What follows belongs to an exercise in optimizing a design on an open flow for a short achievable clock period and few clock cycles; a production flow would make more cautious choices. The RTL was checked by simulation tests, not by an equivalence proof against the original design. Power and IR drop assume default switching activity.

[flow/run.sh]
#!/bin/bash
# Standard layout, except that the port buffers are buf_4 cells instead of the
# smallest buffer the resizer would pick. Every tool's output goes to a log here.
set -e
cp standard.sh standard_sh_copy.log
export BUFFER_PORTS_ARGS="-buffer_cell sky130_fd_sc_hd__buf_4"
bash standard.sh > standard_flow.log 2>&1
[standard.sh]
#!/bin/bash
# synth_recipe.tcl (not shown) runs the flow's synth.tcl, then flattens the netlist and writes it again
# the make line also repeats each setting of config.mk as NAME=value (left out here)
make -C /OpenROAD-flow-scripts/flow DESIGN_CONFIG=/design/flow/config.mk WORK_HOME=/design/flow/orfs CLKGATE_MAP_FILE= SYNTH_SCRIPT=/design/flow/synth_recipe.tcl "${@:-finish}"
[config.mk]
export PLATFORM = sky130hd
export DESIGN_NAME = pipeline_cpu
export DESIGN_NICKNAME = pipeline_cpu
export VERILOG_FILES = /design/flow/design.v
export SDC_FILE = /design/flow/constraint.sdc
export NUM_CORES = 4
export LEC_CHECK = 0
export CAP_MARGIN = 20
export CORE_MARGIN = 2
export CORE_UTILIZATION = 40
export SETUP_SLACK_MARGIN = 3.0
export SLEW_MARGIN = 20
export SYNTH_HIERARCHICAL = 1
[constraint.sdc]
create_clock -name core_clock -period 5.5 [get_ports {CLK}]
set_input_delay 1.1000 -clock core_clock [delete_from_list [all_inputs] [get_ports {CLK}]]
set_output_delay 1.1000 -clock core_clock [all_outputs]
set_load 0.01 [all_outputs]
[design.v]
package cpu_types_pkg;
  typedef logic [32-1:0] word_t;
  typedef logic [5-1:0] regbits_t;
  typedef enum logic [5:0] {
    RTYPE = 6'h00,
    J     = 6'h02,
    BEQ   = 6'h04,
    BNE   = 6'h05,
    ADDIU = 6'h09,
    ORI   = 6'h0d,
    LUI   = 6'h0f,
    LW    = 6'h23,
    SW    = 6'h2b,
    HALT  = 6'h3f
  } opcode_t;
  typedef enum logic [5:0] {
    ADDU = 6'h21,
    SUBU = 6'h23,
    AND  = 6'h24,
    OR   = 6'h25,
    SLT  = 6'h2a
  } funct_t;
  typedef enum logic [2:0] {
    ALU_ADD = 3'd0,
    ALU_SUB = 3'd1,
    ALU_AND = 3'd2,
    ALU_OR  = 3'd3,
    ALU_SLT = 3'd4,
    ALU_LUI = 3'd5
  } alu_op_t;
  typedef struct packed {
    logic     reg_wen;
    regbits_t dest;
    alu_op_t  alu_op;
    logic     alu_src_imm;
    logic     ext_sign;
    logic     mem_ren;
    logic     mem_wen;
    logic     beq;
    logic     bne;
    logic     jump;
    logic     halt;
  } ctrl_t;
  typedef struct packed {
    logic  valid;
    word_t instr;
    word_t pc_plus4;
  } fd_t;
  typedef struct packed {
    logic        valid;
    ctrl_t       ctrl;
    word_t       rdat1;
    word_t       rdat2;
    word_t       ext_imm;
    logic [25:0] jidx;
    word_t       pc_plus4;
  } de_t;
  typedef struct packed {
    logic  valid;
    ctrl_t ctrl;
    word_t alu_out;
    logic  zero;
    word_t store_data;
    word_t branch_target;
    word_t jump_target;
  } em_t;
  typedef struct packed {
    logic     valid;
    logic     reg_wen;
    regbits_t dest;
    word_t    wdat;
    logic     halt;
  } mw_t;
endpackage
module fetch_incr (
  input  logic [29:0] pc,
  output logic [29:0] pc4,
  output logic [21:0] hi_p1,
  output logic [21:0] hi_m1
);
  assign pc4   = pc + 30'd1;
  assign hi_p1 = pc[29:8] + 22'd1;
  assign hi_m1 = pc[29:8] - 22'd1;
endmodule
module fetch_next (
  input  logic [29:0] pc,
  input  logic [29:0] pc4,
  input  logic [21:0] hi_p1,
  input  logic [21:0] hi_m1,
  input  logic [31:0] instr,
  input  logic        ihit,
  input  logic        stall,
  input  logic        halt,
  input  logic        mispredict,
  input  logic [29:0] alt,
  output logic [29:0] pc_next,
  output logic        redir
);
  logic [5:0]  op;
  logic        is_j, is_beq, is_bne, rseq, pred, short_off, adv;
  logic [9:0]  lo;
  logic [21:0] hi_sel;
  logic [29:0] btgt, jtgt;
  logic        s_j, s_b, s_seq, s_hold;
  logic [29:0] pc_own;
  assign op        = instr[31:26];
  assign is_j      = (op == 6'h02);
  assign is_beq    = (op == 6'h04);
  assign is_bne    = (op == 6'h05);
  assign rseq      = (instr[25:21] == instr[20:16]);
  assign pred      = (is_beq & rseq) | (is_bne & ~rseq);
  assign short_off = (instr[15:7] == 9'h000) | (instr[15:7] == 9'h1ff);
  assign redir     = pred & short_off;
  assign lo      = {pc[7:0], 1'b1} + {instr[7:0], 1'b1};
  assign hi_sel  = ({22{~instr[7] &  lo[9]}} & hi_p1) |
                   ({22{ instr[7] & ~lo[9]}} & hi_m1) |
                   ({22{~(instr[7] ^ lo[9])}} & pc[29:8]);
  assign btgt    = {hi_sel, lo[8:1]};
  assign jtgt    = {pc4[29:26], instr[25:0]};
  assign adv     = ihit & ~stall & ~halt;
  assign s_j     = adv & is_j;
  assign s_b     = adv & ~is_j & redir;
  assign s_seq   = adv & ~is_j & ~redir;
  assign s_hold  = ~adv;
  assign pc_own  = ({30{s_j}} & jtgt) | ({30{s_b}} & btgt) |
                   ({30{s_seq}} & pc4) | ({30{s_hold}} & pc);
  assign pc_next = mispredict ? alt : pc_own;
endmodule
module decode_ctl (
  input  logic [31:0] instr,
  output logic        add,
  output logic        sub,
  output logic        and_op,
  output logic        or_op,
  output logic        subr,
  output logic        slt,
  output logic        load,
  output logic        store,
  output logic        beq,
  output logic        bne,
  output logic        halt,
  output logic        lui,
  output logic        wen,
  output logic [4:0]  dest,
  output logic        use_rs,
  output logic        use_rt,
  output logic        b_reg,
  output logic [15:0] bimm_lo,
  output logic [15:0] bimm_hi
);
  logic [5:0]  op, fn;
  logic [15:0] imm;
  logic        r, fn_ok, ori;
  assign op  = instr[31:26];
  assign fn  = instr[5:0];
  assign imm = instr[15:0];
  always_comb begin
    r      = (op == 6'h00);
    fn_ok  = r & (fn == 6'h21 || fn == 6'h23 || fn == 6'h24 || fn == 6'h25 || fn == 6'h2a);
    load   = (op == 6'h23);
    store  = (op == 6'h2b);
    beq    = (op == 6'h04);
    bne    = (op == 6'h05);
    halt   = (op == 6'h3f);
    lui    = (op == 6'h0f);
    ori    = (op == 6'h0d);
    slt    = r & (fn == 6'h2a);
    subr   = r & (fn == 6'h23);
    sub    = subr | slt;
    and_op = r & (fn == 6'h24);
    or_op  = (r & fn == 6'h25) | ori;
    add    = ~(sub | and_op | or_op);
    if (fn_ok) begin
      wen  = 1'b1;
      dest = instr[15:11];
    end else begin
      wen  = (op == 6'h09) | ori | lui | load;
      dest = instr[20:16];
    end
    if (dest == 5'd0) wen = 1'b0;
    b_reg  = r | beq | bne;
    use_rs = fn_ok | (op == 6'h09) | ori | load | store | beq | bne;
    use_rt = fn_ok | beq | bne;
    if (lui) begin
      bimm_lo = 16'h0000;
      bimm_hi = imm;
    end else begin
      bimm_lo = imm;
      bimm_hi = ori ? 16'h0000 : {16{imm[15]}};
    end
  end
endmodule
module exec_lo (
  input  logic [15:0] a,
  input  logic [15:0] b,
  input  logic        op_add,
  input  logic        op_sub,
  input  logic        op_and,
  input  logic        op_or,
  input  logic        a_fe,
  input  logic        b_fe,
  input  logic [15:0] a_oth,
  input  logic [15:0] b_oth,
  output logic [15:0] res,
  output logic        carry,
  output logic        eq,
  output logic [15:0] a_nx,
  output logic [15:0] b_nx
);
  logic [16:0] sum, dif;
  assign sum   = {1'b0, a} + {1'b0, b};
  assign dif   = {1'b0, a} + {1'b0, ~b} + 17'd1;
  assign carry = op_sub ? dif[16] : sum[16];
  assign res   = ({16{op_add}} & sum[15:0]) | ({16{op_sub}} & dif[15:0]) |
                 ({16{op_and}} & (a & b)) | ({16{op_or}} & (a | b));
  assign eq    = (a == b);
  assign a_nx  = a_fe ? res : a_oth;
  assign b_nx  = b_fe ? res : b_oth;
endmodule
module exec_hi (
  input  logic [15:0] a,
  input  logic [15:0] b,
  input  logic        cin,
  input  logic        op_add,
  input  logic        op_sub,
  input  logic        op_and,
  input  logic        op_or,
  input  logic        a_fe,
  input  logic        b_fe,
  input  logic [15:0] a_oth,
  input  logic [15:0] b_oth,
  output logic [15:0] res,
  output logic        lt,
  output logic        eq,
  output logic [15:0] a_nx,
  output logic [15:0] b_nx
);
  logic [15:0] sum, dif;
  assign sum  = a + b + {15'd0, cin};
  assign dif  = a + ~b + {15'd0, cin};
  assign lt   = (a[15] ^ b[15]) ? a[15] : dif[15];
  assign res  = ({16{op_add}} & sum) | ({16{op_sub}} & dif) |
                ({16{op_and}} & (a & b)) | ({16{op_or}} & (a | b));
  assign eq   = (a == b);
  assign a_nx = a_fe ? res : a_oth;
  assign b_nx = b_fe ? res : b_oth;
endmodule
module pipeline_cpu #(
  parameter logic [32-1:0] PC_INIT = 32'h0000_0000
) (
  input  logic  CLK,
  input  logic  nRST,
  output logic  imem_ren,
  output logic [32-1:0] imem_addr,
  input  logic [32-1:0] imem_load,
  input  logic  ihit,
  output logic  dmem_ren,
  output logic  dmem_wen,
  output logic [32-1:0] dmem_addr,
  output logic [32-1:0] dmem_store,
  input  logic [32-1:0] dmem_load,
  input  logic  dhit,
  output logic  halt
);
  logic [29:0] pc;
  logic        fd_valid;
  logic [31:0] fd_instr;
  logic [29:0] fd_pc, fd_pc4;
  logic        fd_pred;
  logic        x1_valid;
  logic        x1_wen;
  logic [4:0]  x1_dest, x1_rs, x1_rt;
  logic        x1_add, x1_sub, x1_and, x1_or, x1_subr, x1_slt;
  logic        x1_load, x1_store, x1_beq, x1_bne, x1_pred, x1_halt;
  logic        x1_a_zero, x1_b_reg;
  logic [15:0] x1_a_lo, x1_b_lo, x1_bimm_hi;
  logic [29:0] x1_pc, x1_pc4;
  logic [15:0] x1_imm;
  logic        x2_valid;
  logic        x2_wen;
  logic [4:0]  x2_dest, x2_rt;
  logic        x2_add, x2_sub, x2_and, x2_or, x2_slt;
  logic        x2_load, x2_store, x2_beq, x2_bne, x2_pred, x2_halt;
  logic [15:0] x2_a_hi, x2_b_hi, x2_res_lo;
  logic        x2_carry, x2_eq_lo;
  logic [29:0] x2_pc, x2_pc4;
  logic [15:0] x2_alt_lo;
  logic        x2_alt_c, x2_imm_s;
  logic        misp_r;
  logic [29:0] alt_r;
  logic        em_valid;
  logic        em_wen;
  logic [4:0]  em_dest;
  logic        em_load, em_store;
  logic [31:0] em_res;
  logic [31:0] em_sdata;
  logic [29:0] em_pc;
  logic        rp_r;
  logic [29:0] rp_pc;
  logic [31:0] regs [1:31];
  logic        m_miss;
  logic        redir_r, redir_any;
  logic [29:0] redir_pc;
  logic        early;
  logic        d_stall;
  logic        mispredict;
  logic [31:0] m_wdata;
  logic [29:0] pc4, pc_next;
  logic [21:0] pc_hi_p1, pc_hi_m1;
  logic        f_redir;
  assign imem_ren  = ~halt;
  assign imem_addr = {pc, 2'b00};
  fetch_incr u_incr (.pc, .pc4, .hi_p1(pc_hi_p1), .hi_m1(pc_hi_m1));
  fetch_next u_next (
    .pc, .pc4, .hi_p1(pc_hi_p1), .hi_m1(pc_hi_m1), .instr(imem_load), .ihit,
    .stall(d_stall), .halt, .mispredict(redir_any), .alt(redir_pc),
    .pc_next, .redir(f_redir)
  );
  assign redir_r   = rp_r | misp_r;
  assign redir_any = redir_r | early;
  assign redir_pc  = rp_r ? rp_pc : misp_r ? alt_r : x1_pc4;
  always_ff @(posedge CLK or negedge nRST) begin
    if (!nRST) begin
      pc <= PC_INIT[31:2];
    end else begin
      pc <= pc_next;
    end
  end
  always_ff @(posedge CLK or negedge nRST) begin
    if (!nRST) begin
      fd_valid <= 1'b0;
    end else begin
      if (redir_any || m_miss) fd_valid <= 1'b0;
      else if (!d_stall) fd_valid <= ihit & ~halt;
    end
  end
  logic        f_add, f_sub, f_and, f_or, f_subr, f_slt, f_load, f_store, f_beq, f_bne;
  logic        f_halt, f_lui, f_wen, f_use_rs, f_use_rt, f_b_reg;
  logic [4:0]  f_dest;
  logic [15:0] f_bimm_lo, f_bimm_hi;
  logic        fd_add, fd_sub, fd_and, fd_or, fd_subr, fd_slt, fd_load, fd_store, fd_beq;
  logic        fd_bne, fd_halt, fd_lui, fd_wen, fd_use_rs, fd_use_rt, fd_b_reg;
  logic [4:0]  fd_dest;
  logic [15:0] fd_bimm_lo, fd_bimm_hi;
  decode_ctl u_dec (
    .instr(imem_load), .add(f_add), .sub(f_sub), .and_op(f_and), .or_op(f_or),
    .subr(f_subr), .slt(f_slt), .load(f_load), .store(f_store), .beq(f_beq), .bne(f_bne),
    .halt(f_halt), .lui(f_lui), .wen(f_wen), .dest(f_dest), .use_rs(f_use_rs),
    .use_rt(f_use_rt), .b_reg(f_b_reg), .bimm_lo(f_bimm_lo), .bimm_hi(f_bimm_hi)
  );
  always_ff @(posedge CLK) begin
    if (!d_stall) begin
      fd_add     <= f_add;
      fd_sub     <= f_sub;
      fd_and     <= f_and;
      fd_or      <= f_or;
      fd_subr    <= f_subr;
      fd_slt     <= f_slt;
      fd_load    <= f_load;
      fd_store   <= f_store;
      fd_beq     <= f_beq;
      fd_bne     <= f_bne;
      fd_halt    <= f_halt;
      fd_lui     <= f_lui;
      fd_wen     <= f_wen;
      fd_dest    <= f_dest;
      fd_use_rs  <= f_use_rs;
      fd_use_rt  <= f_use_rt;
      fd_b_reg   <= f_b_reg;
      fd_bimm_lo <= f_bimm_lo;
      fd_bimm_hi <= f_bimm_hi;
    end
  end
  always_ff @(posedge CLK) begin
    if (!d_stall) begin
      fd_instr <= imem_load;
      fd_pc    <= pc;
      fd_pc4   <= pc4;
      fd_pred  <= f_redir;
    end
  end
  logic [4:0]  rs, rt;
  logic [15:0] imm;
  logic        d_add, d_sub, d_and, d_or, d_subr, d_slt;
  logic        d_wen;
  logic [4:0]  d_dest;
  logic        d_use_rs, d_use_rt;
  logic        d_load, d_store, d_beq, d_bne, d_halt, d_lui;
  logic        d_b_reg;
  logic [15:0] d_bimm_lo, d_bimm_hi;
  assign rs  = fd_instr[25:21];
  assign rt  = fd_instr[20:16];
  assign imm = fd_instr[15:0];
  assign d_add     = fd_add;
  assign d_sub     = fd_sub;
  assign d_and     = fd_and;
  assign d_or      = fd_or;
  assign d_subr    = fd_subr;
  assign d_slt     = fd_slt;
  assign d_load    = fd_load;
  assign d_store   = fd_store;
  assign d_beq     = fd_beq;
  assign d_bne     = fd_bne;
  assign d_halt    = fd_halt;
  assign d_lui     = fd_lui;
  assign d_wen     = fd_wen;
  assign d_dest    = fd_dest;
  assign d_use_rs  = fd_use_rs;
  assign d_use_rt  = fd_use_rt;
  assign d_b_reg   = fd_b_reg;
  assign d_bimm_lo = fd_bimm_lo;
  assign d_bimm_hi = fd_bimm_hi;
  logic        e1_rs, e1_rt, e2_rs, e2_rt, e3_rs, e3_rt;
  logic [15:0] x2_lo_val, d_rs_lo, d_rt_lo, d_a_oth, d_b_oth;
  logic        d_a_fe, d_b_fe;
  logic [15:0] x1_res, x1_a_nx, x1_b_nx;
  logic        x1_carry, x1_eq;
  logic        x2_lt;
  assign e1_rs = x1_valid & x1_wen & (x1_dest == rs);
  assign e1_rt = x1_valid & x1_wen & (x1_dest == rt);
  assign e2_rs = x2_valid & x2_wen & (x2_dest == rs);
  assign e2_rt = x2_valid & x2_wen & (x2_dest == rt);
  assign e3_rs = em_valid & em_wen & (em_dest == rs);
  assign e3_rt = em_valid & em_wen & (em_dest == rt);
  assign x2_lo_val = x2_slt ? {15'd0, x2_lt} : x2_res_lo;
  assign d_rs_lo = e2_rs ? x2_res_lo : e3_rs ? m_wdata[15:0] :
                   (rs == 5'd0) ? 16'd0 : regs[rs][15:0];
  assign d_rt_lo = e2_rt ? x2_res_lo : e3_rt ? m_wdata[15:0] :
                   (rt == 5'd0) ? 16'd0 : regs[rt][15:0];
  assign d_a_oth = d_lui ? 16'd0 : d_rs_lo;
  assign d_a_fe  = e1_rs & ~d_lui;
  assign d_b_oth = d_b_reg ? d_rt_lo : d_bimm_lo;
  assign d_b_fe  = e1_rt & d_b_reg;
  assign d_stall = fd_valid &
                   ((d_use_rs & ((e1_rs & (x1_load | x1_slt)) | (e2_rs & (x2_load | x2_slt)))) |
                    (d_use_rt & ((e1_rt & (x1_load | x1_slt)) | (e2_rt & (x2_load | x2_slt)))));
  always_ff @(posedge CLK or negedge nRST) begin
    if (!nRST) begin
      x1_valid <= 1'b0;
    end else begin
      x1_valid <= fd_valid & ~d_stall & ~redir_any & ~m_miss;
    end
  end
  always_ff @(posedge CLK) begin
    begin
      x1_wen     <= d_wen;
      x1_dest    <= d_dest;
      x1_rs      <= rs;
      x1_rt      <= rt;
      x1_add     <= d_add;
      x1_sub     <= d_sub;
      x1_and     <= d_and;
      x1_or      <= d_or;
      x1_subr    <= d_subr;
      x1_slt     <= d_slt;
      x1_load    <= d_load;
      x1_store   <= d_store;
      x1_beq     <= d_beq;
      x1_bne     <= d_bne;
      x1_pred    <= fd_pred;
      x1_halt    <= d_halt;
      x1_a_zero  <= d_lui;
      x1_b_reg   <= d_b_reg;
      x1_a_lo    <= x1_a_nx;
      x1_b_lo    <= x1_b_nx;
      x1_bimm_hi <= d_bimm_hi;
      x1_pc      <= fd_pc;
      x1_pc4     <= fd_pc4;
      x1_imm     <= imm;
    end
  end
  exec_lo u_lo (
    .a(x1_a_lo), .b(x1_b_lo), .op_add(x1_add), .op_sub(x1_sub), .op_and(x1_and),
    .op_or(x1_or), .a_fe(d_a_fe), .b_fe(d_b_fe), .a_oth(d_a_oth), .b_oth(d_b_oth),
    .res(x1_res), .carry(x1_carry), .eq(x1_eq), .a_nx(x1_a_nx), .b_nx(x1_b_nx)
  );
  logic [16:0] x1_alt_lo;
  assign x1_alt_lo = {1'b0, x1_pc4[15:0]} + {1'b0, x1_imm};
  assign early = x1_valid & ~redir_r & x1_pred &
                 (x1_rt == 5'd0) & (x1_beq | x1_bne) & ~(x1_beq ? x1_eq : ~x1_eq);
  logic        h2_rs, h2_rt, h3_rs, h3_rt;
  logic [15:0] x1_rs_hi, x1_rt_hi, x1_a_hoth, x1_b_hoth;
  logic        x1_a_hfe, x1_b_hfe;
  logic [15:0] x2_res_hi, x2_a_nx, x2_b_nx;
  logic        x2_eq_hi;
  assign h2_rs = x2_valid & x2_wen & (x2_dest == x1_rs);
  assign h2_rt = x2_valid & x2_wen & (x2_dest == x1_rt);
  assign h3_rs = em_valid & em_wen & (em_dest == x1_rs);
  assign h3_rt = em_valid & em_wen & (em_dest == x1_rt);
  assign x1_rs_hi  = h3_rs ? m_wdata[31:16] : (x1_rs == 5'd0) ? 16'd0 : regs[x1_rs][31:16];
  assign x1_rt_hi  = h3_rt ? m_wdata[31:16] : (x1_rt == 5'd0) ? 16'd0 : regs[x1_rt][31:16];
  assign x1_a_hoth = x1_a_zero ? 16'd0 : x1_rs_hi;
  assign x1_a_hfe  = h2_rs & ~x1_a_zero;
  assign x1_b_hoth = x1_b_reg ? x1_rt_hi : x1_bimm_hi;
  assign x1_b_hfe  = h2_rt & x1_b_reg;
  always_ff @(posedge CLK or negedge nRST) begin
    if (!nRST) begin
      x2_valid <= 1'b0;
    end else begin
      x2_valid <= x1_valid & ~redir_r & ~m_miss;
    end
  end
  always_ff @(posedge CLK) begin
    begin
      x2_wen    <= x1_wen;
      x2_dest   <= x1_dest;
      x2_rt     <= x1_rt;
      x2_add    <= x1_add;
      x2_sub    <= x1_subr;
      x2_and    <= x1_and;
      x2_or     <= x1_or;
      x2_slt    <= x1_slt;
      x2_load   <= x1_load;
      x2_store  <= x1_store;
      x2_beq    <= x1_beq;
      x2_bne    <= x1_bne;
      x2_pred   <= x1_pred & ~early;
      x2_halt   <= x1_halt;
      x2_a_hi   <= x2_a_nx;
      x2_b_hi   <= x2_b_nx;
      x2_res_lo <= x1_res;
      x2_carry  <= x1_carry;
      x2_eq_lo  <= x1_eq;
      x2_pc     <= x1_pc;
      x2_pc4    <= x1_pc4;
      x2_alt_lo <= x1_alt_lo[15:0];
      x2_alt_c  <= x1_alt_lo[16];
      x2_imm_s  <= x1_imm[15];
    end
  end
  exec_hi u_hi (
    .a(x2_a_hi), .b(x2_b_hi), .cin(x2_carry), .op_add(x2_add), .op_sub(x2_sub),
    .op_and(x2_and), .op_or(x2_or), .a_fe(x1_a_hfe), .b_fe(x1_b_hfe),
    .a_oth(x1_a_hoth), .b_oth(x1_b_hoth), .res(x2_res_hi), .lt(x2_lt), .eq(x2_eq_hi),
    .a_nx(x2_a_nx), .b_nx(x2_b_nx)
  );
  logic        x2_taken;
  logic [13:0] x2_hi, x2_hi_p1, x2_hi_m1, x2_alt_hi;
  logic [29:0] x2_alt;
  assign x2_taken   = x2_beq ? (x2_eq_lo & x2_eq_hi) : ~(x2_eq_lo & x2_eq_hi);
  assign mispredict = x2_valid & ~redir_r & (x2_beq | x2_bne) & (x2_taken ^ x2_pred);
  assign x2_hi     = x2_pc4[29:16];
  assign x2_hi_p1  = x2_hi + 14'd1;
  assign x2_hi_m1  = x2_hi - 14'd1;
  assign x2_alt_hi = ({14{~x2_imm_s &  x2_alt_c}} & x2_hi_p1) |
                     ({14{ x2_imm_s & ~x2_alt_c}} & x2_hi_m1) |
                     ({14{~(x2_imm_s ^ x2_alt_c)}} & x2_hi);
  assign x2_alt    = x2_pred ? x2_pc4 : {x2_alt_hi, x2_alt_lo};
  always_ff @(posedge CLK or negedge nRST) begin
    if (!nRST) begin
      misp_r <= 1'b0;
    end else begin
      misp_r <= mispredict & ~m_miss;
    end
  end
  always_ff @(posedge CLK) begin
    alt_r <= x2_alt;
  end
  logic        s3_rt;
  logic [31:0] x2_sdata;
  assign s3_rt    = em_valid & em_wen & (em_dest == x2_rt);
  assign x2_sdata = s3_rt ? m_wdata : (x2_rt == 5'd0) ? 32'd0 : regs[x2_rt];
  always_ff @(posedge CLK or negedge nRST) begin
    if (!nRST) begin
      em_valid <= 1'b0;
    end else begin
      em_valid <= x2_valid & ~redir_r & ~m_miss;
    end
  end
  always_ff @(posedge CLK) begin
    begin
      em_wen   <= x2_wen;
      em_dest  <= x2_dest;
      em_load  <= x2_load;
      em_store <= x2_store;
      em_res   <= {x2_res_hi, x2_lo_val};
      em_sdata <= x2_sdata;
      em_pc    <= x2_pc;
    end
  end
  assign dmem_addr  = em_res;
  assign dmem_store = em_sdata;
  always_ff @(posedge CLK or negedge nRST) begin
    if (!nRST) begin
      dmem_ren <= 1'b0;
      dmem_wen <= 1'b0;
    end else begin
      dmem_ren <= x2_valid & ~redir_r & ~m_miss & x2_load & ~halt;
      dmem_wen <= x2_valid & ~redir_r & ~m_miss & x2_store & ~halt;
    end
  end
  assign m_miss     = (dmem_ren | dmem_wen) & ~dhit;
  assign m_wdata    = em_load ? dmem_load : em_res;
  always_ff @(posedge CLK) begin
    if (em_valid && em_wen && !(em_load && !dhit)) regs[em_dest] <= m_wdata;
  end
  always_ff @(posedge CLK or negedge nRST) begin
    if (!nRST) begin
      rp_r <= 1'b0;
    end else begin
      rp_r <= m_miss;
    end
  end
  always_ff @(posedge CLK) begin
    rp_pc <= em_pc;
  end
  always_ff @(posedge CLK or negedge nRST) begin
    if (!nRST) begin
      halt <= 1'b0;
    end else begin
      halt <= halt | (x2_valid & ~redir_r & x2_halt & ~m_miss);
    end
  end
endmodule
==> results of run 1 <==
-- worst max path at each step --
stage	start	to	cells after the start	slack [ps]
6_report	fd_instr[24]$_DFFE_PN_	pc[25]$_DFF_PN0_	16	2450
5_1_grt	fd_instr[19]$_DFFE_PN_	pc[23]$_DFF_PN0_	16	2340
4_1_cts	x2_b_hi[4]$_DFF_P_	x2_b_hi[15]$_DFF_P_	13	2490
3_5_place_dp	x1_a_lo[13]$_DFF_P_	pc[1]$_DFF_PN0_	12	1570
3_3_place_gp	x1_a_lo[11]$_DFF_P_	pc[0]$_DFF_PN0_	12	1570
2_1_floorplan	imem_load[0]	pc[27]$_DFF_PN0_	14	2210
-- power breakdown --
part	total (W)	switching (W)	internal, W
clock network	0.0122	0.00519	0.00701
logic	0.00918	0.00547	0.00372
registers	0.0162	0.000830	0.0154
total	0.0376	0.0115	0.0261
-- cell families (layout without fill, tap and decap cells) --
kind of cell	count (synthesis)	count (layout)	share of synthesized area, %
xor gates and xnor gates	160	160	1.70
DFF	1646	1646	53.8
adders and majority gates	136	136	2.14
and+or+nand+nor	1148	1154	7.08
buffers and inverters	682	1482	3.53
other	1	10	0.00454
muxes	999	999	22.0
AOI/OAI and AO/OA	1149	1150	9.73
-- Yosys stat by module, one instance, submodules excluded --
| module | times used | cell area, um2 |
|---|---|---|
| decode_ctl | 1 | 743 |
| exec_hi | 1 | 2550 |
| exec_lo | 1 | 2660 |
| fetch_incr | 1 | 1470 |
| fetch_next | 1 | 2010 |
| pipeline_cpu | 1 | 73200 |
-- final cells by class --
type | instances | share of cell area, %
well taps | 2688 | 3.24
clock buffers | 228 | 4.64
clock inverters | 99 | 1.00
flip-flops and latches | 1646 | 43.0
multi-input cells | 3601 | 37.1
diodes | 8 | 0.0193
repair buffers | 907 | 9.93
repair inverters | 20 | 0.130
inverters | 228 | 0.944
-- metal layers --
layer | vias to the layer above | share of wire, % | track usage [%]
met1 | 31591 | 35 | 37.2
met3 | 1235 | 15 | 11.7
met4 | 22 | 6.3 | 15.0
li1 | 25005 | - | -
met5 | - | 0.081 | 0
met2 | 5021 | 44 | 44.9
-- cells in the final DEF, fill, tap and decap left out, types with 91 or more instances in the layout --
cell and instances:
o21ai_0 153, edfxtp_1 1132, buf_4 588, mux4_2 641, nor2_1 270, a211oi_1 139, ha_1 91, inv_1 171
buf_12 100, a21oi_1 164, buf_6 111, mux2i_1 237, clkbuf_16 200, dfxtp_1 414, nand2_1 216, xnor2_1 98
-- what timing repair did --
item / in CTS / in global routing
endpoints found under the setup margin: 1309 / 886
pin swaps: 196 / 196
hold buffers: 0 / 0
gates resized for setup: 696 / 289
gates cloned: 66 / 25
hold endpoints to repair: 0 / 0
setup buffers: 347 / 130
-- stage by stage --
stage	worst slack (ps)	total power, W	cells
global placement	1570	0.0231	8516
floorplan	2210	0.0205	5922
CTS	2490	0.0368	9260
global route	2340	0.0387	9418
finish	2450	0.0376	9425
detailed placement	1570	0.0232	8520
==> out/results.env, run 1 <==
NUM_ROWS=166
TIMING_HOLD_VIOLATIONS_FINAL=0
GR-TOTAL-OVERFLOW=0
MAXIMUM_ROOT_TO_SINK_BUFFER_COUNT=3
CTSROOTBUFFERMASTER='clkbuf_16'
ANTENNA_FOUND_INITIAL=24
SYNTHESIS.AREA_UM2=82600
WORSTHOLDPATHTYPE='in2async'
SKEW_PS=52.1
YS_FF_LATCH=1646
NUMPORTBUFFERS=165
FINAL-SETUP-VIOL-COUNT=0
ROUTE.VIAS.TOTAL=62874
OUTCOME='complete, no violations'
CRITICAL_PATH.MAX_FANOUT=6
REPORT.FINAL.SLEW_VIOL_COUNT=0
SYNTHMOSTINSTANTIATEDCELL='edfxtp_1'
AREA_GROWTH_SYN_TO_LAYOUT_PCT=25.7
GLOBAL_ROUTE_WIRE_LENGTH_BEFORE_REPAIR_MM=448
FLOORPLAN.CORE_AREA_UM2=205000
DETAIL_ROUTE.FIRST_PASS.ITERATIONS=10
CTS_TREE='done'
RSZ0062_AT_GRT='yes'
SETUP.REG_TO_REG.WORST_SLACK_PS=2450
GLOBALROUTETOTALUTIL_PCT=29.8
CLKSLEWWORSTSETUPHOLDPATHS_PS=70
CHIPHEIGHT_UM=459
CRIT_TYPE='reg2reg'
FINAL_UTIL_PCT=50.7
POSTROUTEWIRELENGTH_MM=326
CRITICAL-PATH-MAX-STAGE-DELAY_PS=480
CRITICAL_PATH_BUF_INV_COUNT=5
REG_TOP3='regs x992, em_res x32, em_sdata x32'
YS_TOP_CELLS_BY_AREA='edfxtp_1, mux4_2, dfxtp_1'
WORST-ENDPOINT-REQUIRED_PS=6240
GP_CONGESTION=0.923
IO-PIN-COUNT=168
LARGEST_REGISTER_FF_COUNT=992
SYNTH.YOSYS.SEQ_AREA_SHARE_PCT=53.8
LARGEST_REGISTER='regs'
TIMING_WORST_SLEW_PIN_VALUE_PS=1160
CP_DATA_ARRIVAL_TIME_PS=3790
VIAS_PER_CELL=6.67
NUM-FILL-CELLS=16729
REGTOREGSTARTPOINT='fd_instr[24]$_DFFE_PN_'
MAX_SLEW_MARGIN_PCT=22.7
REGTOREGENDPOINT='pc[25]$_DFF_PN0_'
CRITPATHTOPFAMILY='simple AND/OR/NAND/NOR gates'
WORSTSETUPSTARTPOINTTYPE='flip-flop'
CRIT_PATH_CELL_TRACE='buf_6, xnor2_2, nand4_1, nor3_4, buf_6, a22o_4, a21oi_4, nor2_2, nor2_2, and2_4, buf_12, nand2_8, buf_16, buf_8, or3_1, a32oi_1'
DIE_X_UM=459
DRIVE_GT1_SHARE_PCT=38.4
SEQ_AREA_UM2=44700
FLOORPLAN.INITIALDENSITY_PCT=40.3
CLKSINKCOUNT=1646
DESIGN_AREA_UM2=104000
DRC_ERRORS=0
POST-DP-HPWL_MM=189
CTS_MADE_BUFFERS=176
HOLD_SLACK_PS=286
CLKLATENCYLATEPIN_PS=850
DIE_AREA_UM2=210000
MAXCAPVIOLATIONS=0
CTS_HTREE_LEVELS=4
SYNTH.AVG_CELL_AREA_UM2=14.0
WIRE_PER_INST_UM=34.6
POWER_DENSITY_nW_PER_UM2=362
YOSYSTOPAREACELL='edfxtp_1'
FINALWORSTPATHREQUIREDPERIOD_PS=3050
FINALCRITPERIODSHARE_PCT=55.4
SYNTH_ENABLE_FLOP_CELLS=1132
COUNT_OF_CELLS_ALONG_THE_WORST_REGISTER_TO_REGISTER_PATH=16
POST_ROUTE_ANT_NETS=0
TIMING.CRITICAL_PATH.TO_TYPE='flip-flop'
YOSYSWARNINGS=8
LEAKAGEPOWER_nW=36.7
CP_SLOWEST_CELL='edfxtp_1'
GRT_START_MAX_NET_PINS=62
WORST_IR_DROP_VDD_mV=0.342
YS.FLOP_TYPE='edfxtp_1'
DRT-INITIAL-DRC-COUNT=10003
SHARE_OF_THE_SYNTHESIZED_AREA_IN_THE_TOP_CELL_TYPE_PCT=41.1
SYNTH-ASYNC-RESET-RATIO_PCT=2.37
MULTI_INPUT_AREA_UM2=38500
POSTSYNTHCELLCOUNT=5921
SYNTH_CELL_TYPES=111
NUM-NETS-FINAL=6784
MOST_USED_STANDARD_CELLS_IN_THE_SYNTHESIZED_NETLIST='edfxtp_1, mux4_2, dfxtp_1'
CLOCK.FMAX_MHz=328
PLACEDINSTANCEAREA_UM2=87600
TOTALNEGATIVESETUPSLACK_PS=0
FIRST_GLOBAL_VIAS=60149
Testbench counts, summed over its fixed seeds: cycles 68,003.
==> run 2: changes to the inputs <==
--- a/design.v
+++ b/design.v
@@ -210,4 +210,4 @@
   logic [16:0] sum, dif;
-  assign sum   = {1'b0, a} + {1'b0, b};
-  assign dif   = {1'b0, a} + {1'b0, ~b} + 17'd1;
+  ks_add #(.W(16), .CI(0)) u_sum (.x(a), .y(b), .cin(1'b0), .s(sum[15:0]), .cout(sum[16]));
+  ks_add #(.W(16), .CI(1)) u_dif (.x(a), .y(~b), .cin(1'b1), .s(dif[15:0]), .cout(dif[16]));
   assign carry = op_sub ? dif[16] : sum[16];
@@ -238,4 +238,5 @@
   logic [15:0] sum, dif;
-  assign sum  = a + b + {15'd0, cin};
-  assign dif  = a + ~b + {15'd0, cin};
+  logic sum_c, dif_c;
+  ks_add #(.W(16)) u_sum (.x(a), .y(b), .cin, .s(sum), .cout(sum_c));
+  ks_add #(.W(16)) u_dif (.x(a), .y(~b), .cin, .s(dif), .cout(dif_c));
   assign lt   = (a[15] ^ b[15]) ? a[15] : dif[15];
@@ -247,2 +248,64 @@
 endmodule
+module ks_add #(
+  parameter int W  = 16,
+  parameter int CI = -1
+) (
+  input  logic [W-1:0] x,
+  input  logic [W-1:0] y,
+  input  logic         cin,
+  output logic [W-1:0] s,
+  output logic         cout
+);
+  localparam int N = W + 1;
+  logic         c0;
+  logic [N-1:0] xa, ya, g0, p0, g1, p1, g2, p2, g3, p3, g4, p4, g5, p5, sum;
+  assign c0 = (CI == 0) ? 1'b0 : (CI == 1) ? 1'b1 : cin;
+  assign xa = {x, c0};
+  assign ya = {y, c0};
+  assign g0 = xa & ya;
+  assign p0 = xa ^ ya;
+  genvar i;
+  generate
+    for (i = 0; i < N; i = i + 1) begin : g_ks
+      if (i >= 1) begin : g_l1
+        assign g1[i] = g0[i] | (p0[i] & g0[i-1]);
+        assign p1[i] = p0[i] & p0[i-1];
+      end else begin : g_l1p
+        assign g1[i] = g0[i];
+        assign p1[i] = p0[i];
+      end
+      if (i >= 2) begin : g_l2
+        assign g2[i] = g1[i] | (p1[i] & g1[i-2]);
+        assign p2[i] = p1[i] & p1[i-2];
+      end else begin : g_l2p
+        assign g2[i] = g1[i];
+        assign p2[i] = p1[i];
+      end
+      if (i >= 4) begin : g_l3
+        assign g3[i] = g2[i] | (p2[i] & g2[i-4]);
+        assign p3[i] = p2[i] & p2[i-4];
+      end else begin : g_l3p
+        assign g3[i] = g2[i];
+        assign p3[i] = p2[i];
+      end
+      if (i >= 8) begin : g_l4
+        assign g4[i] = g3[i] | (p3[i] & g3[i-8]);
+        assign p4[i] = p3[i] & p3[i-8];
+      end else begin : g_l4p
+        assign g4[i] = g3[i];
+        assign p4[i] = p3[i];
+      end
+      if (i >= 16) begin : g_l5
+        assign g5[i] = g4[i] | (p4[i] & g4[i-16]);
+        assign p5[i] = p4[i] & p4[i-16];
+      end else begin : g_l5p
+        assign g5[i] = g4[i];
+        assign p5[i] = p4[i];
+      end
+    end
+  endgenerate
+  assign sum  = p0 ^ {g5[N-2:0], 1'b0};
+  assign s    = sum[N-1:1];
+  assign cout = g5[N-1];
+endmodule
 module pipeline_cpu #(
==> run 2 against run 1 <==
  * Die area up 2.3%
  * Highest routed layer unchanged
  * Wire length is 0.55% lower
  * Synthesized cell count grew 2.5%
  * Count of clock-buffer cells in the layout did not move
  * Largest cell class unchanged
  * Global-route usage decreased by 1.2 points
  * Register-to-register slack better by 20 ps
  * Non-clock buffer count is 79 lower
  * Sequential share of layout area decreased by 0.26 points
  * Clock power is essentially flat
  * Design area increased by 0.70%
  * Sequential cell count unchanged
  * Largest power group unchanged
==> out/results.env, run 2 <==
POWER_DENSITY_nW_PER_UM2=363  # +0.20%
TIMING.CRITICAL_PATH.TO_TYPE='flip-flop'
YOSYSWARNINGS=8  # unchanged
POST-DP-HPWL_MM=189  # about the same
POST_ROUTE_ANT_NETS=0  # unchanged
CLKLATENCYLATEPIN_PS=830  # -20 ps
CRITICAL-PATH-MAX-STAGE-DELAY_PS=420  # -60 ps
LEAKAGEPOWER_nW=37.4  # +2.0%
LAYOUT.CELLS.MOST_COMMON_LIST='edfxtp_1, mux4_2, buf_4, dfxtp_1'
TIMING_WORST_SLEW_PIN_VALUE_PS=1170  # +11.7 ps
CLKSLEWWORSTSETUPHOLDPATHS_PS=70  # about the same
FINAL-SETUP-VIOL-COUNT=0  # unchanged
CTSROOTBUFFERMASTER='clkbuf_16'
POST-ROUTE-WORST-SETUP-SLACK_PS=2470  # +19.3 ps
SW_FRAC_OF_TOTAL_PCT=30.8  # +0.23 points
AREA_GROWTH_SYN_TO_LAYOUT_PCT=23.7
CLOCK_POWER_SHARE_PCT=31.9  # -0.6 points
GR-TOTAL-OVERFLOW=0  # unchanged
CLKSINKCOUNT=1646  # unchanged
NUM-NETS-FINAL=6868  # +1.2%
REPORT.FINAL.SLEW_VIOL_COUNT=0  # unchanged
OUTCOME='complete, no violations'
CP_SLOWEST_CELL='dfrtp_2'
CTS_TREE='done'
SYNTH.AVG_CELL_AREA_UM2=13.9  # -0.20%
NUM_ROWS=168  # +1.2%
SEQ_POWER_SHARE_PCT=43.3  # +0.2 points
NUMPORTBUFFERS=165  # unchanged
FINALWORSTPATHREQUIREDPERIOD_PS=3030  # -19.3 ps
MAXCAPVIOLATIONS=0  # unchanged
SYNTHESIS.AREA_UM2=84500  # +2.3%
CTS_HTREE_LEVELS=4  # unchanged
REG_TOP3='regs x992, em_res x32, em_sdata x32'
POSTROUTEWIRELENGTH_MM=324  # -0.55%
COMBINATIONAL_GROUP_SHARE_OF_TOTAL_POWER_PCT=24.8  # +0.4 points
WORSTSETUPSTARTPOINTTYPE='flip-flop'
P_INT_W=0.0263  # +0.55%
DPL_WORST_SLACK_PS=1010  # -556 ps
GRT_START_MAX_NET_PINS=85  # +37%
CRIT_PATH_CELL_TRACE='inv_2, ha_4, fa_2, nor2b_4, o21a_1, o21ai_2, a21oi_2, o21ai_2, nand2b_1, ha_4, buf_12, a222oi_1, or3_1, a32oi_1'
WORSTHOLDPATHTYPE='in2async'
ANTENNA_FOUND_INITIAL=18  # -25%
FIRST_GLOBAL_VIAS=59944  # -0.34%
RSZ0062_AT_GRT='yes'
LARGEST_REGISTER='regs'
LARGEST_REGISTER_FF_COUNT=992  # unchanged
FINALCRITPERIODSHARE_PCT=55.0  # -0.35 points
WORST_SETUP_PATH_STARTPOINT='pc[0]$_DFF_PN0_'
ROUTE.VIAS.TOTAL=63499  # +0.99%
WIRE_PER_INST_UM=33.8  # -2.3%
P_SWITCHING_W=0.0117  # +1.7%
WORST_IR_DROP_VDD_mV=0.437  # +28%
CRITICAL_PATH.MAX_FANOUT=8  # +2
POSTSYNTHCELLCOUNT=6069  # +2.5%
HOLD_SLACK_PS=291  # +4.72 ps
VIAS_PER_CELL=6.62  # -0.74%
CTS_MADE_BUFFERS=171  # -2.8%
DRT-INITIAL-DRC-COUNT=9662  # -3.4%
COUNT_OF_CELLS_ALONG_THE_WORST_REGISTER_TO_REGISTER_PATH=14  # -2
DIE_X_UM=464  # +1.1%
SKEW_PS=38.3  # -13.8 ps
DETAIL_ROUTE.FIRST_PASS.ITERATIONS=7  # -3
CLOCK.FMAX_MHz=330  # +0.64%
IO-PIN-COUNT=168  # unchanged
FLOORPLAN.INITIALDENSITY_PCT=40.3  # about the same
MAX_SLEW_MARGIN_PCT=21.9  # -0.78 points
DIE_AREA_UM2=215000  # +2.3%
CP_DATA_ARRIVAL_TIME_PS=3740  # -50 ps
NUM-FILL-CELLS=17581  # +5.1%
FLOORPLAN.CORE_AREA_UM2=210000  # +2.3%
CRIT_TYPE='reg2reg'
MAXIMUM_ROOT_TO_SINK_BUFFER_COUNT=3  # unchanged
TIMING_HOLD_VIOLATIONS_FINAL=0  # unchanged
WORST-ENDPOINT-REQUIRED_PS=6220  # -20 ps
CHIPHEIGHT_UM=464  # +1.1%
GLOBALROUTETOTALUTIL_PCT=28.6  # -1.2 points
LAYOUT_COMMONEST_CELL='edfxtp_1'
GLOBAL_ROUTE_WIRE_LENGTH_BEFORE_REPAIR_MM=446  # -0.64%
GP_CONGESTION=0.933  # +1.0%
REGTOREGSTARTPOINT='pc[0]$_DFF_PN0_'
DRIVE_GT1_SHARE_PCT=36.3  # -2.1 points
TOTALNEGATIVESETUPSLACK_PS=0  # unchanged
DRC_ERRORS=0  # unchanged
run 2: timing repair:
item                                     CTS  global route
hold buffers                               0             0
cloned                                    42            31
pin swaps                                152           154
resized for setup                        612           338
endpoints found under the setup margin  1810           635
setup buffers                            313           126
run 2: critical path: cells and delay by family, from the launching register on:
kind                     cells  cell delay [ps]
flip-flops                   1              420
adder cells (fa/ha/maj)      3              730
AND/OR/NAND/NOR              3              490
AO/OA/AOI/OAI                6             1050
buffers and inverters        2              230
run 2: power by group through the flow:
stage / sequential (W) / clock, W / combinational (W)
6_report: 0.0164 / 0.0121 / 0.00940
5_1_grt: 0.0166 / 0.0127 / 0.00984
4_1_cts: 0.0164 / 0.0122 / 0.00868
3_5_place_dp: 0.0169 / 0 / 0.00703
3_3_place_gp: 0.0169 / 0 / 0.00695
2_1_floorplan: 0.0163 / 0 / 0.00471
run 2: per-stage QoR:
step | power [W] | area (um2) | util (%) | std cells
global route | 0.0391 | 105000 | 49.9 | 9586
detailed placement | 0.0239 | 89100 | 42.5 | 8753
CTS | 0.0373 | 101000 | 48.3 | 9426
finish | 0.0379 | 105000 | 49.9 | 9590
global placement | 0.0238 | 89000 | 42.4 | 8750
floorplan | 0.0210 | 84800 | - | 6070
run 2: final timing paths:
check | slack (ps) | end
hold reg to reg | 320 | em_pc[17]$_DFF_P_
max in group asynchronous | 4690 | pc[22]$_DFF_PN0_
setup / recovery | 2470 | pc[23]$_DFF_PN0_
setup reg to reg | 2470 | pc[23]$_DFF_PN0_
min in group core_clock | 320 | em_pc[17]$_DFF_P_
hold / removal | 290 | pc[13]$_DFF_PN0_
run 2: per-layer routing:
layer  up-vias  routed length [um]  track usage (%)
met5         -                  79                0
met4        12               20700             15.1
met3       945               44100             8.09
met2      4914              137000             41.1
met1     32235              122000             39.3
li1      25393                   -                -
run 2: area by class of cell:
class | count | area (um2) | area share, %
diodes | 7 | 17.5 | 0.0167
flip-flops and latches | 1646 | 44700 | 42.8
clock inverters | 90 | 1040 | 0.990
repair buffers | 828 | 9600 | 9.18
multi-input cells | 3795 | 40100 | 38.4
clock buffers | 228 | 4780 | 4.57
inverters | 181 | 732 | 0.700
well taps | 2805 | 3510 | 3.36
repair inverters | 10 | 70.1 | 0.0670
Testbench counts of run 2, summed over its fixed seeds: cycles 68,003.
==> run 3: changes to the inputs <==
--- a/design.v
+++ b/design.v
@@ -113,3 +113,5 @@
   assign redir     = pred & short_off;
-  assign lo      = {pc[7:0], 1'b1} + {instr[7:0], 1'b1};
+  ks_add #(.W(8), .CI(1)) u_lo (.x(pc[7:0]), .y(instr[7:0]), .cin(1'b1), .s(lo[8:1]),
+                                 .cout(lo[9]));
+  assign lo[0]   = 1'b0;
   assign hi_sel  = ({22{~instr[7] &  lo[9]}} & hi_p1) |
@@ -481,8 +483,22 @@
   logic        x2_lt;
-  assign e1_rs = x1_valid & x1_wen & (x1_dest == rs);
-  assign e1_rt = x1_valid & x1_wen & (x1_dest == rt);
-  assign e2_rs = x2_valid & x2_wen & (x2_dest == rs);
-  assign e2_rt = x2_valid & x2_wen & (x2_dest == rt);
-  assign e3_rs = em_valid & em_wen & (em_dest == rs);
-  assign e3_rt = em_valid & em_wen & (em_dest == rt);
+  logic        m1_rs, m1_rt, m2_rs, m2_rt, m3_rs, m3_rt;
+  logic [4:0]  f_rs, f_rt, n_rs, n_rt;
+  assign f_rs = imem_load[25:21];
+  assign f_rt = imem_load[20:16];
+  assign n_rs = d_stall ? rs : f_rs;
+  assign n_rt = d_stall ? rt : f_rt;
+  always_ff @(posedge CLK) begin
+    m1_rs <= ~d_stall & d_wen & (d_dest == f_rs);
+    m1_rt <= ~d_stall & d_wen & (d_dest == f_rt);
+    m2_rs <= x1_wen & (x1_dest == n_rs);
+    m2_rt <= x1_wen & (x1_dest == n_rt);
+    m3_rs <= x2_wen & (x2_dest == n_rs);
+    m3_rt <= x2_wen & (x2_dest == n_rt);
+  end
+  assign e1_rs = x1_valid & m1_rs;
+  assign e1_rt = x1_valid & m1_rt;
+  assign e2_rs = x2_valid & m2_rs;
+  assign e2_rt = x2_valid & m2_rt;
+  assign e3_rs = em_valid & m3_rs;
+  assign e3_rt = em_valid & m3_rt;
   assign x2_lo_val = x2_slt ? {15'd0, x2_lt} : x2_res_lo;
==> run 3 against run 2 <==
  * Still clean on timing, DRC and antenna
  * Clock power grew 3%
  * Sequential share of layout area fell by 0.45 points
  * Register-to-register slack better by 20 ps
  * Design area increased by 1.3%
  * Critical path depth decreased by 3
  * Area after synthesis down 0.18%
  * Synthesized cell count is 4.4% lower
  * Critical path type unchanged
==> out/results.env, run 3 <==
OUTCOME='complete, no violations'
POST-ROUTE-WORST-SETUP-SLACK_PS=2490  # +18.8 ps
MAX_SLEW_MARGIN_PCT=27.2  # +5.3 points
LAYOUT_COMMONEST_CELL='edfxtp_1'
SYNTHESIS.AREA_UM2=84400  # -0.18%
MAXCAPVIOLATIONS=0  # unchanged
DPL_WORST_SLACK_PS=1580  # +571 ps
DETAIL_ROUTE.FIRST_PASS.ITERATIONS=8  # +1
DIE_AREA_UM2=215000  # -0.17%
ROUTE.VIAS.TOTAL=60939  # -4.0%
POST_ROUTE_ANT_NETS=0  # unchanged
GRT_START_MAX_NET_PINS=103  # +21%
POSTSYNTHCELLCOUNT=5802  # -4.4%
SYNTH.AVG_CELL_AREA_UM2=14.5  # +4.4%
NUM-NETS-FINAL=6662  # -3.0%
WIRE_PER_INST_UM=32.7  # -3.2%
GP_CONGESTION=0.877  # -6.0%
FINAL-SETUP-VIOL-COUNT=0  # unchanged
CTSROOTBUFFERMASTER='clkbuf_16'
DRT-INITIAL-DRC-COUNT=8773  # -9.2%
CLKSINKCOUNT=1652  # +0.36%
TIMING_HOLD_VIOLATIONS_FINAL=0  # unchanged
LAYOUT.CELLS.MOST_COMMON_LIST='edfxtp_1, mux4_2, buf_4, dfxtp_1, nand2_1'
CTS_TREE='done'
POST_LAYOUT_NONFILLER_INSTANCES=9399  # -2.0%
REG_TOP3='regs x992, em_res x32, em_sdata x32'
WORST_IR_DROP_VDD_mV=0.380  # -13%
NUM-FILL-CELLS=17188  # -2.2%
FLOORPLAN.CORE_AREA_UM2=210000  # -0.10%
POST-DP-HPWL_MM=174  # -7.6%
GR-TOTAL-OVERFLOW=0  # unchanged
RSZ0062_AT_GRT='yes'
POSTROUTEWIRELENGTH_MM=308  # -5.1%
GLOBALROUTETOTALUTIL_PCT=27.2  # -1.4 points
TIMING.CRITICAL_PATH.TO_TYPE='flip-flop'
CTS_MADE_BUFFERS=178  # +4.1%
ANTENNA_FOUND_INITIAL=15  # -3
TIMING_WORST_SLEW_PIN_VALUE_PS=1090  # -82.1 ps
CP_DATA_ARRIVAL_TIME_PS=3700  # -40 ps
IO-PIN-COUNT=168  # unchanged
MULTI_INPUT_AREA_UM2=40700  # +1.5%
CTS_HTREE_LEVELS=4  # unchanged
LARGEST_REGISTER_FF_COUNT=992  # unchanged
CRIT_TYPE='reg2reg'
CRITICAL_PATH.MAX_FANOUT=6  # -2
NUMPORTBUFFERS=165  # unchanged
DRIVE_GT1_SHARE_PCT=40.4  # +4.2 points
CLKSLEWWORSTSETUPHOLDPATHS_PS=60  # about the same
MAXIMUM_ROOT_TO_SINK_BUFFER_COUNT=3  # unchanged
FLOORPLAN.INITIALDENSITY_PCT=40.3  # about the same
GLOBAL_ROUTE_WIRE_LENGTH_BEFORE_REPAIR_MM=422  # -5.3%
AREA_GROWTH_SYN_TO_LAYOUT_PCT=25.6
FINALCRITPERIODSHARE_PCT=54.7  # -0.34 points
DRC_ERRORS=0  # unchanged
YOSYSWARNINGS=8  # unchanged
CLKLATENCYLATEPIN_PS=850  # +20 ps
NUM_ROWS=168  # unchanged
LEAKAGEPOWER_nW=37.8  # +1.1%
DIE_X_UM=463  # about the same
POWER_DENSITY_nW_PER_UM2=360  # -0.87%
REPORT.FINAL.SLEW_VIOL_COUNT=0  # unchanged
WORST-ENDPOINT-REQUIRED_PS=6190  # -30 ps
LARGEST_REGISTER='regs'
SEQ_AREA_UM2=44800  # +0.28%
VIAS_PER_CELL=6.48  # -2.1%
CHIPHEIGHT_UM=463  # about the same
FIRST_GLOBAL_VIAS=57546  # -4.0%
TOTALNEGATIVESETUPSLACK_PS=0  # unchanged
CLOCK.FMAX_MHz=332  # +0.63%
WORSTHOLDPATHTYPE='in2async'
POST-PLACE-CELLS=8511  # -2.8%
WORSTSETUPSTARTPOINTTYPE='flip-flop'
FINALWORSTPATHREQUIREDPERIOD_PS=3010  # -18.8 ps
SKEW_PS=40.2  # +1.93 ps
==> run 3: critical path, cell delays in order, from the launching register on <==
cell and delay, ps:
dfxtp_4 370, buf_12 160, buf_12 120, buf_16 130, buf_4 120, mux4_2 490, mux4_2 500, mux2_4 300
a221oi_4 400, nor2_1 80, nor2_1 120, a41oi_1 50
==> run 3: power by group <==
part | switching [W] | internal (W)
Clock | 0.00524 | 0.00727
Sequential | 0.000832 | 0.0155
Combinational | 0.00529 | 0.00395
Total | 0.0114 | 0.0268
==> run 3: area by class of cell <==
cell class | instances | share of cell area [%]
Antenna cell | 15 | 0.0354
Timing Repair inverter | 3 | 0.0165
Multi-Input combinational cell | 3610 | 38.4
Timing Repair Buffer | 867 | 9.77
Inverter | 115 | 0.431
Tap cell | 2805 | 3.31
Clock buffer | 235 | 4.70
Clock inverter | 97 | 1.02
Sequential cell | 1652 | 42.3
==> run 3: metal layers <==
layer | global-route usage, % | vias up | share of wire [%]
li1 | - | 24647 | -
met1 | 36.2 | 31231 | 38
met2 | 41.0 | 4235 | 45
met3 | 6.40 | 824 | 11
met4 | 15.4 | 2 | 6.4
met5 | 0.0223 | - | 0.0026
==> run 3: metrics by stage <==
stage                     hold slack (ps)  cell area (um2)  power, W  utilization (%)
after global routing                  305           106000    0.0394             50.6
after CTS                             263           102000    0.0375             48.9
final                                 291           106000    0.0381             50.6
after detailed placement              312            89100    0.0239             42.5
after global placement                310            89100    0.0238             42.5
after floorplan                       310            84800    0.0211                -
==> run 3: what timing repair did <==
action	4_1_cts	5_1_grt
pin swaps	186	239
hold buffers	0	0
hold endpoints to repair	0	0
gates resized for setup	685	358
endpoints found under the setup margin	1455	459
buffers inserted	322	153
cloned	44	21
==> run 3: path summary, 6_finish.rpt <==
kind | cells after the start | slack (ps) | end | start
worst min-delay path | 1 | 290 | pc[24]$_DFF_PN0_ | nRST
min in group core_clock | 0 | 320 | em_pc[2]$_DFF_P_ | x2_pc[2]$_DFF_P_
worst max-delay path | 11 | 2490 | x1_b_lo[10]$_DFF_P_ | flip-flop
worst max register to register | 11 | 2490 | x1_b_lo[10]$_DFF_P_ | flip-flop
max in group asynchronous | 1 | 4700 | pc[18]$_DFF_PN0_ | nRST
worst min register to register | 0 | 320 | em_pc[2]$_DFF_P_ | x2_pc[2]$_DFF_P_
Testbench counts of run 3, summed over its fixed seeds: cycles 68,003.
==> run 4: changes to the inputs <==
--- a/config.mk
+++ b/config.mk
@@ -9,3 +9,4 @@
 export CORE_MARGIN = 2
-export CORE_UTILIZATION = 40
+export CORE_UTILIZATION = 50
+export PLACE_DENSITY = 0.72
 export SETUP_SLACK_MARGIN = 3.0
==> run 4 against run 3 <==
  * Still clean on timing, DRC and antenna
  * Final cell count is 6.1% lower
  * Combinational power is 2% higher
  * Setup slack better by 3.4 ps
  * Wire length is 2.9% higher
  * Maximum frequency is 0.11% higher
  * Sequential cell count stayed put
  * First-iteration DRC count is 31% higher
  * Area after synthesis stayed put
  * Total power hardly changed
  * Largest cell class unchanged
  * Largest power group unchanged
  * Highest routed layer unchanged
==> out/results.env, run 4 <==
CRITICAL_PATH_BUF_INV_COUNT=5  # +1
NUMPORTBUFFERS=165  # unchanged
MAXIMUM_ROOT_TO_SINK_BUFFER_COUNT=3  # unchanged
POST_ROUTE_ANT_NETS=0  # unchanged
CLKSINKCOUNT=1652  # unchanged
DETAIL_ROUTE.FIRST_PASS.ITERATIONS=17  # +9
NUM_ROWS=150  # -11%
CTS_TREE='done'
DRIVE_GT1_SHARE_PCT=40.7  # +0.27 points
TOTALNEGATIVESETUPSLACK_PS=0  # unchanged
FINAL-SETUP-VIOL-COUNT=0  # unchanged
SKEW_PS=55.7  # +15.5 ps
DRT-INITIAL-DRC-COUNT=11535  # +31%
TIMING_WORST_SLEW_PIN_VALUE_PS=1420  # +330 ps
SETUP.REG_TO_REG.WORST_SLACK_PS=2500  # about the same
AREA_GROWTH_SYN_TO_LAYOUT_PCT=24.8
CTS_STAGE_HOLD_BUFFER_COUNT=0  # unchanged
RSZ0062_AT_GRT='yes'
FIRST_GLOBAL_VIAS=61001  # +6.0%
CRITPATHTOPFAMILY='multiplexers'
FLOORPLAN.CORE_AREA_UM2=167000  # -20%
CLKSLEWWORSTSETUPHOLDPATHS_PS=70  # about the same
WORSTSETUPSTARTPOINTTYPE='flip-flop'
GP_CONGESTION=0.926  # +5.6%
DRC_ERRORS=0  # unchanged
IO-PIN-COUNT=168  # unchanged
POST-DP-HPWL_MM=167  # -4.4%
WORST_SETUP_PATH_STARTPOINT='x1_rs[0]$_DFF_P_'
GRT_START_MAX_NET_PINS=73  # -29%
GLOBAL_ROUTE_WIRE_LENGTH_BEFORE_REPAIR_MM=433  # +2.7%
REGTOREGENDPOINT='x2_a_hi[11]$_DFF_P_'
DIE_AREA_UM2=172000  # -20%
WORST_IR_DROP_VDD_mV=0.514  # +35%
COUNT_OF_CELLS_ALONG_THE_WORST_REGISTER_TO_REGISTER_PATH=11  # unchanged
LARGEST_REGISTER='regs'
FINALCRITPERIODSHARE_PCT=54.6  # -0.061 points
FINAL_UTIL_PCT=62.9  # +12 points
CRIT_CELLS=11  # unchanged
REPORT.FINAL.SLEW_VIOL_COUNT=0  # unchanged
CTS_HTREE_LEVELS=4  # unchanged
CRIT_PATH_CELL_TRACE='buf_6, buf_6, buf_8, buf_12, buf_4, mux4_2, mux4_2, a22oi_2, nand2_2, nor2_4, a41oi_2'
CLOCK.FMAX_MHz=333  # +0.11%
LEAKAGEPOWER_nW=37.9  # +0.34%
CP_DATA_ARRIVAL_TIME_PS=3720  # +20 ps
REGTOREGSTARTPOINT='x1_rs[0]$_DFF_P_'
CRITICAL-PATH-MAX-STAGE-DELAY_PS=590  # +90 ps
CRIT_TYPE='reg2reg'
FINALWORSTPATHREQUIREDPERIOD_PS=3000  # -3.38 ps
WIRE_PER_INST_UM=35.9  # +9.6%
ANTENNA_FOUND_INITIAL=15  # unchanged
FLOORPLAN.INITIALDENSITY_PCT=50.4  # +10 points
POST_LAYOUT_NONFILLER_INSTANCES=8821  # -6.1%
DESIGN_POWER_TOTAL_W=0.0381  # about the same
CLKLATENCYLATEPIN_PS=880  # +30 ps
CP_SLOWEST_CELL='a22oi_2'
ROUTE.VIAS.TOTAL=64277  # +5.5%
SYNTHESIS.AREA_UM2=84400  # unchanged
POSTROUTEWIRELENGTH_MM=317  # +2.9%
LAYOUT.CELLS.MOST_COMMON_LIST='edfxtp_1, mux4_2, buf_4, dfxtp_1, nand2_1'
TIMING.CRITICAL_PATH.TO='x2_a_hi[11]$_DFF_P_'
GLOBALROUTETOTALUTIL_PCT=34.7  # +7.5 points
YOSYSWARNINGS=8  # unchanged
POSTSYNTHCELLCOUNT=5802  # unchanged
DIE_X_UM=415  # -10%
LARGEST_REGISTER_FF_COUNT=992  # unchanged
MAX_SLEW_MARGIN_PCT=5.51  # -22 points
MAXCAPVIOLATIONS=0  # unchanged
HOLD_SLACK_PS=285  # -5.87 ps
TIMING_HOLD_VIOLATIONS_FINAL=0  # unchanged
GR-TOTAL-OVERFLOW=0  # unchanged
CTSROOTBUFFERMASTER='clkbuf_16'
OUTCOME='complete, no violations'
POWER_DENSITY_nW_PER_UM2=362  # +0.65%
CTS_MADE_BUFFERS=170  # -4.5%
SYNTH.AVG_CELL_AREA_UM2=14.5  # unchanged
LAYOUT_COMMONEST_CELL='edfxtp_1'
TIMING.CRITICAL_PATH.TO_TYPE='flip-flop'
WORST-ENDPOINT-REQUIRED_PS=6220  # +30 ps
REG_TOP3='regs x992, em_res x32, em_sdata x32'
WORSTHOLDPATHTYPE='in2async'
CHIPHEIGHT_UM=415  # -10%
VIAS_PER_CELL=7.29  # +12%
POST-PLACE-CELLS=7902  # -7.2%
CRITICAL_PATH.MAX_FANOUT=5  # -1
NUM-NETS-FINAL=6697  # +0.53%
run 4: through the flow:
stage                     setup slack (ps)  instance area [um2]
final                                 2500               105000
after global routing                  2470               105000
after CTS                             2540               102000
after detailed placement              1500                88200
after global placement                1480                88200
after floorplan                       2460                84800
run 4: layout make-up:
type,instances,area (um2)
diodes,10,25.0
clock buffers,219,4760
clock inverters,98,1130
fillers,11375,62100
inverters,115,437
multi-input cells,3614,40700
flip-flops and latches,1652,44800
well taps,2204,2760
repair buffers,909,10700
run 4: timing repair:
item | in CTS | in global routing
pin swaps | 233 | 203
setup buffers | 373 | 153
cloned | 55 | 11
gates resized for setup | 755 | 292
setup endpoints to repair | 1248 | 439
run 4: where the power goes:
group | internal (W) | switching (W)
clock | 0.00691 | 0.00535
combinational | 0.00396 | 0.00545
sequential | 0.0155 | 0.000894
total | 0.0264 | 0.0117
run 4: worst min-delay path by stage:
stage / end / slack, ps / start / cells after the start
after floorplan: em_pc[0]$_DFF_P_ / 310 / x2_pc[0]$_DFF_P_ / 0
after global placement: x2_pc[12]$_DFF_P_ / 310 / x1_pc[12]$_DFF_P_ / 0
after detailed placement: rp_pc[21]$_DFF_P_ / 310 / em_pc[21]$_DFF_P_ / 0
after CTS: dmem_wen$_DFF_PN0_ / 260 / nRST / 1
after global routing: pc[8]$_DFF_PN0_ / 300 / nRST / 1
final: pc[6]$_DFF_PN0_ / 280 / nRST / 1
run 4: per-layer routing:
layer | global-route usage, % | vias up | part of all wire, %
met1 | 43.0 | 31730 | 33
met5 | 0.194 | - | 0.071
met4 | 23.7 | 16 | 8.9
met2 | 50.7 | 6170 | 43
li1 | - | 24689 | -
met3 | 12.8 | 1672 | 15

static timing again, ports no longer ideal:
The flow's constraints put no driver on any port. The routed layouts listed below were extracted and timed again, unchanged, in two steps.
Step 1, drivers: a clkbuf_16 drives CLK and a buf_2 each remaining input, both assumed.
Step 2 moves the port delays by t, midway between the first and last clock arrival at a register: inputs arrive t later, outputs are due t later. That takes back most of the time a late clock gives input paths.
a / b / c = ideal / step 1 / step 2; a / b = the first two.
run	t, ns	slack for setup (ns)	cell pins on the clock port's net
run 1	0.908	2.454 / 2.454 / 1.721	1
run 2	0.892	2.474 / 2.474 / 1.647	1
run 3	0.917	2.492 / 2.492 / 1.923	1
run 4	0.942	2.496 / 2.496 / 1.845	1
After both steps every run listed still meets setup and hold. The setup slack of run 2, which loses most, moves by 0.000 ns with the drivers and by -0.827 ns with both steps.
